Context: an optimization exercise on an open-source flow, tuned for small area, a short achievable clock period and few clock cycles per item. The choices shown serve that exercise and are no tape-out recipe.
At most, simulation tests tie the RTL to the original design; equivalence was not proved.
Only the layout flow was run in runs 2 and 3; the RTL was not checked for function there.
No activity file was given, so power comes from the tool's default toggle rates.

## flow/design.v (module list and top-level ports; edited modules follow where they fit)
// module conv_fa: 10 lines
// module conv_ha: 9 lines
// module conv_ao22: 9 lines
// module conv_aoi22: 9 lines
// module window_conv_engine: 2173 lines
module window_conv_engine #(
   parameter int PIXEL_WIDTH = 8,
   parameter int WINDOW      = 3,
   parameter int COEF_WIDTH  = 8,
   parameter int SHIFT       = 0,
   parameter int OUT_WIDTH   = 8,
   localparam int NTAPS      = WINDOW * WINDOW,
   localparam int AW         = (NTAPS > 1) ? $clog2(NTAPS) : 1
) (
   input  logic                                           clk,
   input  logic                                           rst_n,
   input  logic                                           win_valid,
   input  logic [WINDOW-1:0][WINDOW-1:0][PIXEL_WIDTH-1:0] window,
   output logic                                           win_ready,
   input  logic                                           coef_we,
   input  logic [AW-1:0]                                  coef_addr,
   input  logic [COEF_WIDTH-1:0]                          coef_data,
   output logic                                           out_valid,
   output logic [OUT_WIDTH-1:0]                           out_pixel,
   input  logic                                           out_ready
);
  // ...
==> flow/flow/run.sh <==
#!/bin/bash
# Layout flow: the standard synthesis and layout (standard.sh), unchanged except that the
# port buffers that global placement inserts on every input and output are buf_4 cells
# instead of the delay-type buffer ORFS picks by default.
set -euo pipefail
bash standard.sh synth > synth.log 2>&1
BUFFER_PORTS_ARGS="-buffer_cell sky130_fd_sc_hd__buf_4" bash standard.sh finish > layout.log 2>&1
==> flow/standard.sh <==
#!/bin/bash
# synth_recipe.tcl (not shown) runs the flow's synth.tcl, then flattens the netlist and writes it again
# the make line also repeats each setting of config.mk as NAME=value (left out here)
make -C /OpenROAD-flow-scripts/flow DESIGN_CONFIG=/design/flow/config.mk WORK_HOME=/design/flow/orfs CLKGATE_MAP_FILE= SYNTH_SCRIPT=/design/flow/synth_recipe.tcl "${@:-finish}"
==> flow/config.mk <==
export PLATFORM = sky130hd
export DESIGN_NAME = window_conv_engine
export DESIGN_NICKNAME = window_conv_engine
export VERILOG_FILES = /design/flow/design.v
export SDC_FILE = /design/flow/constraint.sdc
export NUM_CORES = 4
export LEC_CHECK = 0
export ABC_AREA = 0
export ABC_CLOCK_PERIOD_IN_PS = 2500
export CAP_MARGIN = 20
export CORE_MARGIN = 2
export CORE_UTILIZATION = 55
export SETUP_SLACK_MARGIN = 3.2
export SLEW_MARGIN = 20
export SYNTH_HIERARCHICAL = 1
export SYNTH_MINIMUM_KEEP_SIZE = 0
==> flow/constraint.sdc <==
create_clock -name core_clock -period 5.5 [get_ports {clk}]
set_input_delay 1.1000 -clock core_clock [delete_from_list [all_inputs] [get_ports {clk}]]
set_output_delay 1.1000 -clock core_clock [all_outputs]
set_load 0.01 [all_outputs]
==> impl_metrics.ini, run 1 <==
[global_routing]
antenna_found_initial = 2
grtUsageMet2_pct = 52.3
gr-usage-met3_pct = 8.74

[floorplanning]
taps = 607
dieArea_sq_um = 48700
io_pins = 99
die_h_um = 221

[synth]
synthCells = 1907
yosysTopAreaCellShare_pct = 28.1
synthTopCellsByCount = fa_1 (362), a22o_1 (324), xor2_1 (293)
yosysMostFrequentCell = fa_1
yosys.area.top_type = fa_1
avgSynthCellArea_sq_um = 13.5

[clock_tree]
ctsHoldBuffers = 0

[layout]
area_delta_synth_final_pct = 25.6

[outcome]
status = timing/DRC/antenna clean

[sta]
fin_tns_setup_ps = 0
timing.hold.ws_ps = 328
tightestPinTransition_ps = 1140
drv_slew = 0

[pwr]
peakVddDrop_mv = 0.523
pwr-share-clk_pct = 17.4
internal_power_w = 0.0113

[critical_path]
crit_end = st1[35]$_DFF_P_
critPathArrivalTime_ps = 2940

[place]
dp.cells = 2562

[route]
wl_met1_mm = 32.4
drtAntennaViolNets = 0
highest_layer = met4
Testbench counts, summed over its fixed seeds: cycles 8,328, items 8,000.
==> inputs of run 2 (changes only) <==
--- a/flow/design.v
+++ b/flow/design.v
@@ -55,18 +55,20 @@
    output logic                                           out_valid,
    output logic [OUT_WIDTH-1:0]                           out_pixel,
    input  logic                                           out_ready
 );
    localparam int CAP = 6;    
    logic [8:0][7:0] coef_q;
    always_ff @(posedge clk) begin
       for (int t = 0; t < 9; t++) begin
-         if (!rst_n || (coef_we && coef_addr == 4'(t)))
-            coef_q[t] <= coef_data & {8{rst_n}};
+         if (!rst_n)
+            coef_q[t] <= '0;
+         else if (coef_we && coef_addr == 4'(t))
+            coef_q[t] <= coef_data;
       end
    end
    logic [35:0] e_one, e_two, e_neg, e_pos;
    always_comb begin
       for (int t = 0; t < 9; t++) begin
          for (int k = 0; k < 4; k++) begin
             logic b2, b1, b0;
             b2 = coef_q[t][2*k+1];
@@ -98,17 +100,17 @@
    assign out_valid = out_valid_q;
    assign out_pixel = out_pixel_q;
    assign acc = win_valid & win_ready_q;
    assign deq = out_valid_q & out_ready;
    assign occ_d = occ_q + acc - deq;
    always_ff @(posedge clk or negedge rst_n) begin
       if (!rst_n) begin
          occ_q       <= '0;
-         win_ready_q <= 1'b0;    
+         win_ready_q <= 1'b1;
          vld_q       <= '0;
       end else begin
          occ_q       <= occ_d;
          win_ready_q <= (occ_d < CAP);
          vld_q       <= {vld_q[3:1], acc};
       end
    end
    logic q_0_0_0;
==> run 2 against run 1 <==
Net effect:
- flip-flop and latch count did not move
- sequential power fell by 35%
- register-to-register slack improved by 170 ps
- fmax increased by 6.1%
- via count increased by 3.4%
- critical path depth shrank 1
- global-route usage decreased by 0.77 points
- clock skew up 2.9 ps
- first-iteration DRC count decreased by 14%
- still clean on timing, DRC and antenna
- synthesized cell count rose by 10%
==> impl_metrics.ini, run 2 <==
[synth]
ys_types = 64
ys.flop_type = dfxtp_1
yosys-top-cells-area = dfxtp_1 (28%), fa_1 (28%), a22o_1 (11%)
synthCells = 2098
ys_ff_latch = 432
yosysTopAreaCellShare_pct = 27.5
avgSynthCellArea_sq_um = 12.6
synth_edf_count = 48
yosys.area.top_type = dfxtp_1
async_reset_ff_share_pct = 5.09
synthTopCellsByCount = dfxtp_1 (362), fa_1 (362), a22o_1 (324)
syn_area_sq_um = 26300
yosysWarnings = 7
synthesis.nets = 2609
ys_seq_area_share_pct = 35.1

[outcome]
status = timing/DRC/antenna clean

[critical_path]
critPathArrivalTime_ps = 2780
cp_common_cell = fa_2
cp_slowest_cell = fa_2
max_stage_delay_ps = 640
worst_setup_path_start_kind = input port
worstPathMaxFanout = 4
required_ps = 5960
critPathBufInv = 1
crit_chain = buf_6 > xor2_2 > a22o_1 > fa_2 > fa_2
path_class = in -> reg
endpoint_kind = flip-flop
cp_top_family = adder cells

[floorplanning]
dieArea_sq_um = 49700
core_sq_um = 47500
rows = 80
io_pins = 99
start_util_pct = 55.4
die_x_um = 223
die_h_um = 223

[sta]
setup_viol = 0
relSlewSlack_pct = 49.1
fin_tns_setup_ps = 0
tightestPinTransition_ps = 763
final_hold_viol_count = 0
drv_slew = 0
rsz0062_at_grt = true
fin_crit_sh_pct = 42.3
fmax_mhz = 430
fin_crit_ps = 2330
setup_ws_ps = 3170
final.setup_skew_ps = 27.3
timing.hold.ws_ps = 326

[clock_tree]
path_clk_slew_ps = 60
cts_sinks = 432
root_buffer = clkbuf_16
clk_path_buf_depth = 3
cts_made_buffers = 48
clk_latency_ps = 610
h-tree-depth = 2
ctsHoldBuffers = 0
cts_tree = built

[layout]
layout_common_cells = a22o_1 (317), dfxtp_1 (310), fa_1 (291)
final_nets = 2759
reg_top3 = st1 x144, coef_q x72, st2 x67
drive_gt1_share_pct = 22.3
layout_commonest_cell = a22o_1
top_register = st1
nFillCells = 3640
largest_reg_flops = 144
area_delta_synth_final_pct = 17.2

[min_path]
min_path_type = reg -> reg

[place]
routabilityCongestion = 0.957
port-buffer-count = 98
hpwl_mm = 64.5
place_worst_setup_slack_ps = 2280

[pwr]
power_w = 0.00896
p_leak_nw = 14.4
peakVddDrop_mv = 0.262
power.density_nw_per_um2 = 290

[route]
remaining_drc_errors = 0
first_iter_violations = 1515
firstDrtPassIters = 6
via_per_inst = 6.01
drtAntennaViolNets = 0
wl_per_cell_um = 27.4
dr_total_vias = 17500
routed_wirelength_mm = 79.6

[flow_run]
cap_violations = 0

[global_routing]
grt_max_degree = 66
grt_pass1_wl_mm = 115
overflow = 0
antenna_found_initial = 0
track_usage_pct = 32.5
grt_pass1_vias = 17600
run 2: cell count changes after synthesis, moves of 8 or more:
cell      before  now
nand2_1       12   65
nor2_1        46   72
nand3b_1      29    7
a21oi_1       14    3
and2_1        11    3
edfxtp_1     120   48
nor2b_1        6   77
buf_1         23   42
dfxtp_1      290  362
nand2b_1      58   31
mux2i_1        1   73
o21ai_0       43   34
run 2: final cells by class:
class	instances	area, sq um	area share (%)
well taps	615	769	2.49
diodes	1	2.50	0.00811
clock inverters	23	300	0.973
multi-input cells	1535	17400	56.4
flip-flops and latches	432	9390	30.4
clock buffers	66	1380	4.47
inverters	60	234	0.758
repair buffers	171	1400	4.53
run 2: cell families after synthesis:
kind of cell | after synthesis | synth area share [%]
xor+xnor | 298 | 9.91
flops | 432 | 35.1
compound gates | 432 | 13.7
fa+ha+maj | 422 | 30.4
mux | 79 | 3.04
simple gates | 302 | 5.97
buf+inv | 133 | 1.92
run 2: per-module statistics from Yosys (local to each module, per instance):
module | copies in the design | cells
conv_fa | 360 | 1
conv_ha | 8 | 1
window_conv_engine | 1 | 1406
conv_ao22 | 324 | 1
run 2: worst register-to-register path: stages (launching register included):
cell and delay (ps):
dfxtp_2 330, buf_12 140, buf_8 150, xor2_2 150
a22o_1 240, fa_2 640, fa_2 500
run 2: worst paths after layout:
check | start | to | slack [ps] | depth (start not counted)
max | window[69] | st1[35]$_DFF_P_ | 3170 | 5
max reg2reg | coef_q[65]$_SDFFE_PN0P_ | st1[35]$_DFF_P_ | 3200 | 6
min in group asynchronous | rst_n | rp_q[1]$_DFFE_PN0P_ | 460 | 1
max in group asynchronous | rst_n | wp_q[0]$_DFFE_PN1P_ | 4690 | 1
min reg2reg | st2[1]$_DFF_P_ | st3[1]$_DFF_P_ | 330 | 0
min | st2[1]$_DFF_P_ | st3[1]$_DFF_P_ | 330 | 0
run 2: per-stage QoR:
| step | instance area [sq um] | std cells | utilization (%) |
|---|---|---|---|
| 2_1_floorplan | 26700 | 2098 | - |
| 3_3_place_gp | 28000 | 2746 | 58.8 |
| 3_5_place_dp | 28000 | 2746 | 58.8 |
| 4_1_cts | 30500 | 2887 | 64.2 |
| 5_1_grt | 30900 | 2902 | 64.9 |
| 6_report | 30900 | 2903 | 64.9 |
run 2: layer usage:
layer | vias up | wire length [um] | part of all wire, % | track usage (%)
li1 | 7652 | - | - | -
met1 | 9005 | 34700 | 44 | 46.4
met2 | 686 | 36500 | 46 | 50.9
met3 | 113 | 5800 | 7.3 | 5.28
met4 | 0 | 2620 | 3.3 | 10.4
met5 | - | 0 | 0 | 0
run 2: repair_timing:
action / in CTS / in global routing
gates resized for setup: 177 / 57
pin swaps: 10 / 14
endpoints found under the setup margin: 173 / 62
setup buffers: 52 / 13
cloned: 0 / 2
run 2: power by group:
part / total, W / switching, W / internal (W) / leakage, nW
clock: 0.00335 / 0.00137 / 0.00198 / 0.833
sequential: 0.00373 / 0.000193 / 0.00354 / 3.71
combinational: 0.00188 / 0.00108 / 0.000806 / 9.84
==> inputs of run 3 (changes only) <==
--- a/flow/config.mk
+++ b/flow/config.mk
@@ -9,8 +9,8 @@
 export ABC_CLOCK_PERIOD_IN_PS = 2500
 export CAP_MARGIN = 20
 export CORE_MARGIN = 2
-export CORE_UTILIZATION = 55
-export SETUP_SLACK_MARGIN = 3.2
+export CORE_UTILIZATION = 40
+export SETUP_SLACK_MARGIN = 3.0
 export SLEW_MARGIN = 20
 export SYNTH_HIERARCHICAL = 1
 export SYNTH_MINIMUM_KEEP_SIZE = 0
==> run 3 against run 2 <==
Net effect:
- cell count grew 6.3%
- global-route usage down 9.0 points
- worst hold slack got worse by 2.0 ps
- register-to-register slack got worse by 180 ps
==> impl_metrics.ini, run 3 <==
[clock_tree]
cts_made_buffers = 48
cts_sinks = 432
clk_latency_ps = 620
cts_tree = built
path_clk_slew_ps = 60
h-tree-depth = 2
root_buffer = clkbuf_16
clk_path_buf_depth = 3

[route]
first_iter_violations = 1417
firstDrtPassIters = 5
dr_total_vias = 16800
via_per_inst = 5.44
drtAntennaViolNets = 0
wl_per_cell_um = 25.7
remaining_drc_errors = 0
routed_wirelength_mm = 79.3

[layout]
final_nets = 2695
fin_cells = 3087
layout_common_cells = fa_1 (332), dfxtp_1 (327), a22o_1 (324)
drive_gt1_share_pct = 14.8
top_register = st1
layout_commonest_cell = fa_1
area_delta_synth_final_pct = 14.0
reg_top3 = st1 x144, coef_q x72, st2 x67
largest_reg_flops = 144
finalInstanceArea_sq_um = 30000

[sta]
final_hold_viol_count = 0
final.setup_skew_ps = 38.7
relSlewSlack_pct = 29.7
drv_slew = 0
rsz0062_at_grt = false
tightestPinTransition_ps = 1050
fmax_mhz = 403
timing.hold.ws_ps = 324
fin_tns_setup_ps = 0
fin_crit_ps = 2480
fin_crit_sh_pct = 45.1
setup_ws_ps = 3020
setup_viol = 0

[critical_path]
reg2reg_to = st1[143]$_DFF_P_
worst_setup_path_start_kind = flip-flop
regToRegSetupSlack_ps = 3020
r2r_cells = 4
required_ps = 5940
path_class = reg -> reg
r2r-start = coef_q[14]$_SDFFE_PN0P_
worstPathMaxFanout = 9
max_stage_delay_ps = 540
crit_chain = ha_1 > a22o_1 > fa_1 > fa_1
cp_slowest_cell = fa_1
critPathArrivalTime_ps = 2920
cp_common_cell = fa_1
endpoint_kind = flip-flop

[global_routing]
grt_pass1_wl_mm = 114
antenna_found_initial = 2
grt_max_degree = 95
track_usage_pct = 23.4
overflow = 0
grt_pass1_vias = 17200

[min_path]
min_from = st2[66]$_DFF_P_
holdPathStages = 0
min_path_type = reg -> reg
holdPathEnd = st3[35]$_DFF_P_

[floorplanning]
rows = 94
die_x_um = 261
dieArea_sq_um = 67900
core_sq_um = 65500
start_util_pct = 40.2
io_pins = 99
die_h_um = 261

[synth]
yosys.area.top_type = dfxtp_1
yosysWarnings = 7
synthesis.nets = 2609
synth_edf_count = 48
synthCells = 2098
async_reset_ff_share_pct = 5.09
yosys-top-cells-area = dfxtp_1 (28%), fa_1 (28%), a22o_1 (11%)
ys.flop_type = dfxtp_1
ys_seq_area_share_pct = 35.1
ys_ff_latch = 432
yosysTopAreaCellShare_pct = 27.5
synthTopCellsByCount = dfxtp_1 (362), fa_1 (362), a22o_1 (324)
avgSynthCellArea_sq_um = 12.6
syn_area_sq_um = 26300
ys_types = 64

[place]
dp.cells = 2993
port-buffer-count = 98
place_worst_setup_slack_ps = 2330
routabilityCongestion = 0.941
placed_area_sq_um = 28100
hpwl_mm = 65.3

[pwr]
p_switching_w = 0.00258
power.density_nw_per_um2 = 295
sw_frac_of_total_pct = 29.1
seqPwrFrac_pct = 42.1
internal_power_w = 0.00629
peakVddDrop_mv = 0.213
p_leak_nw = 14.1
pwr-share-clk_pct = 37.7
power_frac_comb_pct = 20.2

[outcome]
status = timing/DRC/antenna clean

[flow_run]
cap_violations = 0
## run 3: power groups by stage
stage          clock network, W  registers (W)  logic [W]
5_1_grt                 0.00353        0.00376    0.00199
6_report                0.00335        0.00373    0.00179
2_1_floorplan                 0        0.00374    0.00124
4_1_cts                 0.00341        0.00374    0.00179
3_5_place_dp                  0        0.00381    0.00178
3_3_place_gp                  0        0.00381    0.00174
## run 3: final cells by class
class,count,area (sq um)
clock buffer,67,1400
timing repair buffer,109,827
inverter,60,230
tap,864,1080
multi-input combinational,1533,16900
sequential,432,9350
clock inverter,21,259
fill,5871,35500
antenna,1,2.50
## run 3: worst max-delay path by stage
stage | startpoint | endpoint | slack [ps] | cells past startpoint
floorplan | window[9] | st1[14]$_DFF_P_ | 2930 | 4
global placement | coef_q[11]$_SDFFE_PN0P_ | st1[117]$_DFF_P_ | 2300 | 5
detailed placement | coef_q[13]$_SDFFE_PN0P_ | st1[134]$_DFF_P_ | 2330 | 5
CTS | coef_q[61]$_SDFFE_PN0P_ | st1[139]$_DFF_P_ | 2990 | 4
global route | coef_q[21]$_SDFFE_PN0P_ | st1[143]$_DFF_P_ | 3000 | 4
finish | coef_q[14]$_SDFFE_PN0P_ | st1[143]$_DFF_P_ | 3020 | 4
## run 3: kinds of logic (layout without fill, tap and decap cells)
group | count (synthesis) | count (layout) | synth area share (%)
flip-flops | 432 | 432 | 35.1
buffers and inverters | 133 | 257 | 1.92
other | 0 | 1 | 0
XOR/XNOR | 298 | 298 | 9.91
AND/OR/NAND/NOR | 302 | 302 | 5.97
adder cells (fa/ha/maj) | 422 | 422 | 30.4
AO/OA/AOI/OAI | 432 | 432 | 13.7
multiplexers | 79 | 79 | 3.04
## run 3: critical path: cells and delay by family, from the launching register on
kind	cells	cell delay, ps
DFF	1	520
AOI/OAI and AO/OA	1	310
adders and majority gates	3	1480
## run 3: metrics by stage
stage	utilization, %	power [W]
after detailed placement	42.9	0.00559
final	45.8	0.00887
after floorplan	-	0.00498
after global placement	42.9	0.00555
after CTS	45.7	0.00894
after global routing	45.8	0.00928
## run 3: routing by layer
metal	part of all wire [%]	GRT usage [%]
met1	43	31.7
met2	48	39.0
met3	5.8	3.54
met4	3.0	6.86
met5	0	0
## run 3: Yosys stat by module (local to each module, per instance)
module | flip-flops and latches | copies in the design | cells | cell area, sq um
window_conv_engine | 432 | 1 | 1406 | 16200
conv_fa | 0 | 360 | 1 | 20.0
conv_ao22 | 0 | 324 | 1 | 8.76
conv_ha | 0 | 8 | 1 | 12.5
## run 3: repair_timing
action	CTS	global route
hold buffers	0	0
resized for setup	99	21
setup buffers	0	5
setup endpoints to repair	160	52

what the ideal ports hide:
In the flow no input, the clock included, has a driving cell. The finished layouts below were timed again as built, in two steps. Step 1 (the two cells are an assumption about what drives the block):
set clk [get_ports {clk}]
set_driving_cell -lib_cell sky130_fd_sc_hd__clkbuf_16 $clk
set_driving_cell -lib_cell sky130_fd_sc_hd__buf_2 [delete_from_list [all_inputs] $clk]
Step 2 adds t to the input delays and takes it off the output delays; t is the mean of the earliest and latest rising clock arrival at the registers after step 1. Input paths then give back, and output paths get back, about the clock's delay inside the block. Slacks: ideal / step 1 / step 2; pairs: ideal / step 1.
| run | shift t [ns] | slack for setup (ns) | slew at the worst register clock pin (ns) |
|---|---|---|---|
| run 1 | 0.657 | 3.029 / 3.029 / 2.568 | 0.07 / 0.07 |
| run 2 | 0.653 | 3.172 / 3.119 / 2.546 | 0.06 / 0.06 |
| run 3 | 0.658 | 3.018 / 3.018 / 2.527 | 0.07 / 0.07 |
After both steps setup and hold are still met in every run listed. For run 2, which loses most, drivers alone change the setup slack by -0.053 ns; drivers and shift together by -0.626 ns.
